From an optimization exercise on the open Yosys and OpenROAD flow, aimed at small area, a short achievable clock period and few clock cycles per item; shortcuts taken in it are not production practice. At most, simulation tests tie the RTL to the original design; equivalence was not proved. Power and IR drop assume default switching activity.

// ex_mem_top
module ex_mem_top #(
    parameter int DMEM_WORDS = 16
) (
    input  logic        clk_in,
    input  logic        reset,
    input  logic        rdy_in,
    input  logic [3:0]  issue_cmd,
    input  logic [31:0] issue_pc,
    input  logic [31:0] issue_rs1,
    input  logic [31:0] issue_rs2,
    input  logic [31:0] issue_imm,
    input  logic [4:0]  issue_rd,
    input  logic        issue_strobe,
    output logic        ex_busy,
    output logic [4:0]  wb_rd,
    output logic [31:0] wb_data,
    output logic        wb_strobe,
    output logic        branch_taken,
    output logic [31:0] branch_target
);
Size: about 210 I/O pins, roughly 28000 sq um of cells after synthesis.
==> module ex_mem_top, before the edit <==
module ex_mem_top #(
    parameter int DMEM_WORDS = 16
) (
    input  logic        clk_in,
    input  logic        reset,
    input  logic        rdy_in,
    input  logic [3:0]  issue_cmd,
    input  logic [31:0] issue_pc,
    input  logic [31:0] issue_rs1,
    input  logic [31:0] issue_rs2,
    input  logic [31:0] issue_imm,
    input  logic [4:0]  issue_rd,
    input  logic        issue_strobe,
    output logic        ex_busy,
    output logic [4:0]  wb_rd,
    output logic [31:0] wb_data,
    output logic        wb_strobe,
    output logic        branch_taken,
    output logic [31:0] branch_target
);
    localparam logic [3:0] C_ADD = 4'd0;
    localparam logic [3:0] C_SUB = 4'd1;
    localparam logic [3:0] C_AND = 4'd2;
    localparam logic [3:0] C_OR  = 4'd3;
    localparam logic [3:0] C_XOR = 4'd4;
    localparam logic [3:0] C_SLT = 4'd5;
    localparam logic [3:0] C_SLL = 4'd6;
    localparam logic [3:0] C_SRL = 4'd7;
    localparam logic [3:0] C_BEQ = 4'd8;
    localparam logic [3:0] C_BNE = 4'd9;
    localparam logic [3:0] C_LW  = 4'd10;
    localparam logic [3:0] C_SW  = 4'd11;
    assign ex_busy = !rdy_in;
    logic accept;
    assign accept = issue_strobe && rdy_in;
    logic        d_br, d_sll, d_shift, d_inv, d_sw, d_wb, d_taken;
    logic [31:0] d_rs1, d_a, d_b, d_g;
    logic [5:0]  d_addr;
    always_comb begin
        d_br    = (issue_cmd == C_BEQ) || (issue_cmd == C_BNE);
        d_sll   = (issue_cmd == C_SLL);
        d_shift = (issue_cmd == C_SLL) || (issue_cmd == C_SRL);
        d_inv   = (issue_cmd == C_SUB) || (issue_cmd == C_SLT);
        d_sw    = (issue_cmd == C_SW);
        d_wb    = (issue_cmd <= C_SRL) || (issue_cmd == C_LW);
        d_taken = ((issue_rs1 == issue_rs2) == (issue_cmd == C_BEQ)) && d_br;
        d_addr  = issue_rs1[5:0] + issue_imm[5:0];
        for (int i = 0; i < 32; i++) d_rs1[i] = d_sll ? issue_rs1[31-i] : issue_rs1[i];
        if (d_shift && issue_rs2[4]) d_rs1 = {16'd0, d_rs1[31:16]};
        if (d_shift && issue_rs2[3]) d_rs1 = {8'd0, d_rs1[31:8]};
        if (d_shift && issue_rs2[2]) d_rs1 = {4'd0, d_rs1[31:4]};
        d_a = d_br ? issue_pc : (d_sw ? 32'd0 : issue_rs1);
        d_b = d_br ? issue_imm : (d_inv ? ~issue_rs2 : issue_rs2);
        d_g = d_shift ? d_rs1 : (d_a & d_b);
    end
    logic        s_wb, s_br, s_sw;
    logic [31:0] s_g, s_p;
    logic        s_cin, s_g0, s_and, s_xor;
    logic        s_sum, s_slt, s_srl, s_sll;
    logic [15:0] s_sel;
    logic [1:0]  s_sh;
    logic [4:0]  s_rd;
    always_ff @(posedge clk_in) begin
        if (reset) begin
            s_wb <= 1'b0;
            s_br <= 1'b0;
            s_sw <= 1'b0;
        end else begin
            s_wb <= accept && d_wb;
            s_br <= accept && d_taken;
            s_sw <= accept && d_sw;
        end
    end
    always_ff @(posedge clk_in) begin
        s_g   <= d_g;
        s_p   <= d_a ^ d_b;
        s_cin <= d_inv;
        s_g0  <= (d_a[0] ^ d_b[0]) ? d_inv : d_a[0];
        s_and <= (issue_cmd == C_AND) || (issue_cmd == C_OR);
        s_xor <= (issue_cmd == C_XOR) || (issue_cmd == C_OR);
        s_sum <= (issue_cmd == C_ADD) || (issue_cmd == C_SUB) || d_br;
        s_slt <= (issue_cmd == C_SLT);
        s_srl <= (issue_cmd == C_SRL);
        s_sll <= d_sll;
        for (int w = 0; w < 16; w++)
            s_sel[w] <= (d_addr[5:2] == 4'(w)) && ((issue_cmd == C_LW) || d_sw);
        s_sh  <= issue_rs2[1:0];
        s_rd  <= issue_rd;
    end
    logic [31:0] dmem [DMEM_WORDS];
    logic [31:0] gn, pg, pp, ng, np, sum, lg, sh, sh_rev, rdata, result;
    logic        lt;
    int          j;
    always_comb begin
        gn = s_g;
        pg = gn;
        pp = s_p;
        pg[0] = s_g0;
        for (int l = 0; l < 5; l++) begin
            ng = pg;
            np = pp;
            for (int i = 0; i < 32; i++) begin
                if ((i >> l) & 1) begin
                    j = ((i >> l) << l) - 1;
                    ng[i] = pg[i] | (pp[i] & pg[j]);
                    np[i] = pp[i] & pp[j];
                end
            end
            pg = ng;
            pp = np;
        end
        sum = s_p ^ {pg[30:0], s_cin};
        lg  = ({32{s_and}} & gn) | ({32{s_xor}} & s_p);
        lt  = s_p[31] ? !pg[30] : s_g[31];
        sh  = s_g >> s_sh;
        for (int i = 0; i < 32; i++) sh_rev[i] = sh[31-i];
        rdata = '0;
        for (int w = 0; w < 16; w++) rdata = rdata | ({32{s_sel[w]}} & dmem[w]);
        result = ({32{s_sum}} & sum) | lg | {31'd0, s_slt & lt} |
                 ({32{s_srl}} & sh) | ({32{s_sll}} & sh_rev) |
                 rdata;
    end
    always_ff @(posedge clk_in) begin
        for (int w = 0; w < 16; w++) begin
            if (s_sw && s_sel[w]) dmem[w] <= s_p;
        end
    end
    logic        pend_wb, pend_br;
    logic [31:0] res;
    logic [4:0]  res_rd;
    always_ff @(posedge clk_in) begin
        if (reset) begin
            wb_strobe    <= 1'b0;
            branch_taken <= 1'b0;
            pend_wb      <= 1'b0;
            pend_br      <= 1'b0;
        end else begin
            wb_strobe    <= rdy_in && (s_wb || pend_wb);
            branch_taken <= rdy_in && (s_br || pend_br);
            pend_wb      <= !rdy_in && (s_wb || pend_wb);
            pend_br      <= !rdy_in && (s_br || pend_br);
        end
    end
    always_ff @(posedge clk_in) begin
        if (s_wb || s_br) begin
            res    <= result;
            res_rd <= s_rd;
        end
    end
    assign wb_data       = res;
    assign branch_target = res;
    assign wb_rd         = res_rd;
endmodule
export LEC_CHECK = 0
export CAP_MARGIN = 20
export CORE_MARGIN = 2
export CORE_UTILIZATION = 60
export CTS_BUF_LIST = sky130_fd_sc_hd__clkbuf_8
export CTS_CLUSTER_DIAMETER = 50
export CTS_CLUSTER_SIZE = 16
export SETUP_SLACK_MARGIN = 2.8
export SLEW_MARGIN = 20
export TNS_END_PERCENT = 100
create_clock -name core_clock -period 5.0 [get_ports {clk_in}]
standard.sh (not shown) runs the stock make flow with config.mk's settings and CLKGATE_MAP_FILE= SYNTH_SCRIPT=/design/flow/synth_recipe.tcl, a recipe that flattens the netlist after the stock synthesis.
==> flow/flow/run.sh <==
#!/bin/bash
# Standard ORFS layout (the standard.sh, unchanged synthesis), with two
# make settings: the port buffers start as buf_1 (the resizer may still
# upsize them), and clock tree synthesis inserts no dummy loads.
set -euo pipefail
bash standard.sh \
  BUFFER_PORTS_ARGS="-buffer_cell sky130_fd_sc_hd__buf_1" \
  CTS_ARGS="-sink_clustering_enable -repair_clock_nets -sink_clustering_size 16 -sink_clustering_max_diameter 50 -buf_list sky130_fd_sc_hd__clkbuf_8 -dont_use_dummy_load" \
  finish > standard_make.log 2>&1
Change:
--- a/flow/design.v
+++ b/flow/design.v
@@ -81,37 +81,34 @@
     localparam logic [3:0] C_LW  = 4'd10;
     localparam logic [3:0] C_SW  = 4'd11;
     assign ex_busy = !rdy_in;
     logic accept;
     assign accept = issue_strobe && rdy_in;
     logic        d_br, d_sll, d_shift, d_inv, d_sw, d_wb, d_taken;
-    logic [31:0] d_rs1, d_a, d_b, d_g;
+    logic [31:0] d_rs1, d_a, d_b;
     logic [5:0]  d_addr;
     always_comb begin
         d_br    = (issue_cmd == C_BEQ) || (issue_cmd == C_BNE);
         d_sll   = (issue_cmd == C_SLL);
         d_shift = (issue_cmd == C_SLL) || (issue_cmd == C_SRL);
         d_inv   = (issue_cmd == C_SUB) || (issue_cmd == C_SLT);
         d_sw    = (issue_cmd == C_SW);
         d_wb    = (issue_cmd <= C_SRL) || (issue_cmd == C_LW);
         d_taken = ((issue_rs1 == issue_rs2) == (issue_cmd == C_BEQ)) && d_br;
         d_addr  = issue_rs1[5:0] + issue_imm[5:0];
         for (int i = 0; i < 32; i++) d_rs1[i] = d_sll ? issue_rs1[31-i] : issue_rs1[i];
         if (d_shift && issue_rs2[4]) d_rs1 = {16'd0, d_rs1[31:16]};
-        if (d_shift && issue_rs2[3]) d_rs1 = {8'd0, d_rs1[31:8]};
-        if (d_shift && issue_rs2[2]) d_rs1 = {4'd0, d_rs1[31:4]};
-        d_a = d_br ? issue_pc : (d_sw ? 32'd0 : issue_rs1);
+        d_a = d_br ? issue_pc : (d_sw ? 32'd0 : d_rs1);
         d_b = d_br ? issue_imm : (d_inv ? ~issue_rs2 : issue_rs2);
-        d_g = d_shift ? d_rs1 : (d_a & d_b);
     end
     logic        s_wb, s_br, s_sw;
-    logic [31:0] s_g, s_p;
+    logic [31:0] s_a, s_p;
     logic        s_cin, s_g0, s_and, s_xor;
     logic        s_sum, s_slt, s_srl, s_sll;
     logic [15:0] s_sel;
-    logic [1:0]  s_sh;
+    logic [3:0]  s_sh;
     logic [4:0]  s_rd;
     always_ff @(posedge clk_in) begin
         if (reset) begin
             s_wb <= 1'b0;
             s_br <= 1'b0;
             s_sw <= 1'b0;
@@ -119,33 +116,33 @@
             s_wb <= accept && d_wb;
             s_br <= accept && d_taken;
             s_sw <= accept && d_sw;
         end
     end
     always_ff @(posedge clk_in) begin
-        s_g   <= d_g;
+        s_a   <= d_a;
         s_p   <= d_a ^ d_b;
         s_cin <= d_inv;
         s_g0  <= (d_a[0] ^ d_b[0]) ? d_inv : d_a[0];
         s_and <= (issue_cmd == C_AND) || (issue_cmd == C_OR);
         s_xor <= (issue_cmd == C_XOR) || (issue_cmd == C_OR);
         s_sum <= (issue_cmd == C_ADD) || (issue_cmd == C_SUB) || d_br;
         s_slt <= (issue_cmd == C_SLT);
         s_srl <= (issue_cmd == C_SRL);
         s_sll <= d_sll;
         for (int w = 0; w < 16; w++)
             s_sel[w] <= (d_addr[5:2] == 4'(w)) && ((issue_cmd == C_LW) || d_sw);
-        s_sh  <= issue_rs2[1:0];
+        s_sh  <= issue_rs2[3:0];
         s_rd  <= issue_rd;
     end
     logic [31:0] dmem [DMEM_WORDS];
     logic [31:0] gn, pg, pp, ng, np, sum, lg, sh, sh_rev, rdata, result;
     logic        lt;
     int          j;
     always_comb begin
-        gn = s_g;
+        gn = s_a & ~s_p;
         pg = gn;
         pp = s_p;
         pg[0] = s_g0;
         for (int l = 0; l < 5; l++) begin
             ng = pg;
             np = pp;
@@ -158,14 +155,14 @@
             end
             pg = ng;
             pp = np;
         end
         sum = s_p ^ {pg[30:0], s_cin};
         lg  = ({32{s_and}} & gn) | ({32{s_xor}} & s_p);
-        lt  = s_p[31] ? !pg[30] : s_g[31];
-        sh  = s_g >> s_sh;
+        lt  = s_p[31] ? !pg[30] : s_a[31];
+        sh  = s_a >> s_sh;
         for (int i = 0; i < 32; i++) sh_rev[i] = sh[31-i];
         rdata = '0;
         for (int w = 0; w < 16; w++) rdata = rdata | ({32{s_sel[w]}} & dmem[w]);
         result = ({32{s_sum}} & sum) | lg | {31'd0, s_slt & lt} |
                  ({32{s_srl}} & sh) | ({32{s_sll}} & sh_rev) |
                  rdata;
Result: Setup slack improved by 0.050 ns. Synthesized cell count shrinks slightly. Power grows by a few percent. Critical path depth shrinks by 1. Cell area grows slightly.
Testbench counts after the change, summed over its fixed seeds: cycles 16,016, ops 16,000.
For the first run of this note, only the layout was checked, not whether the RTL still works.

separate check: timing with driven ports:
How much do the figures lean on ideal ports? The routed layouts below were timed once more, with nothing changed but the port constraints. Step 1, drivers: a clkbuf_16 drives clk_in and a buf_2 each remaining input, both assumed. Step 2, shift: input delay + t, output delay - t, t = (earliest + latest rising clock arrival at the registers) / 2. This alone moves slack from input paths to output paths. Slacks: ideal / step 1 / step 2; pairs: ideal / step 1.
| run | shift t [ns] | setup slack, ns | clock arrival spread, ns | pins driven straight from the clock port |
|---|---|---|---|---|
| the first run | 0.717 | 2.501 / 2.501 / 2.008 | 0.090 / 0.090 | 1 |
| the second run | 0.709 | 2.552 / 2.552 / 2.164 | 0.136 / 0.136 | 1 |
After both steps every run listed still meets setup and hold. The setup slack of the first run, which loses most, moves by 0.000 ns with the drivers and by -0.493 ns with both steps.
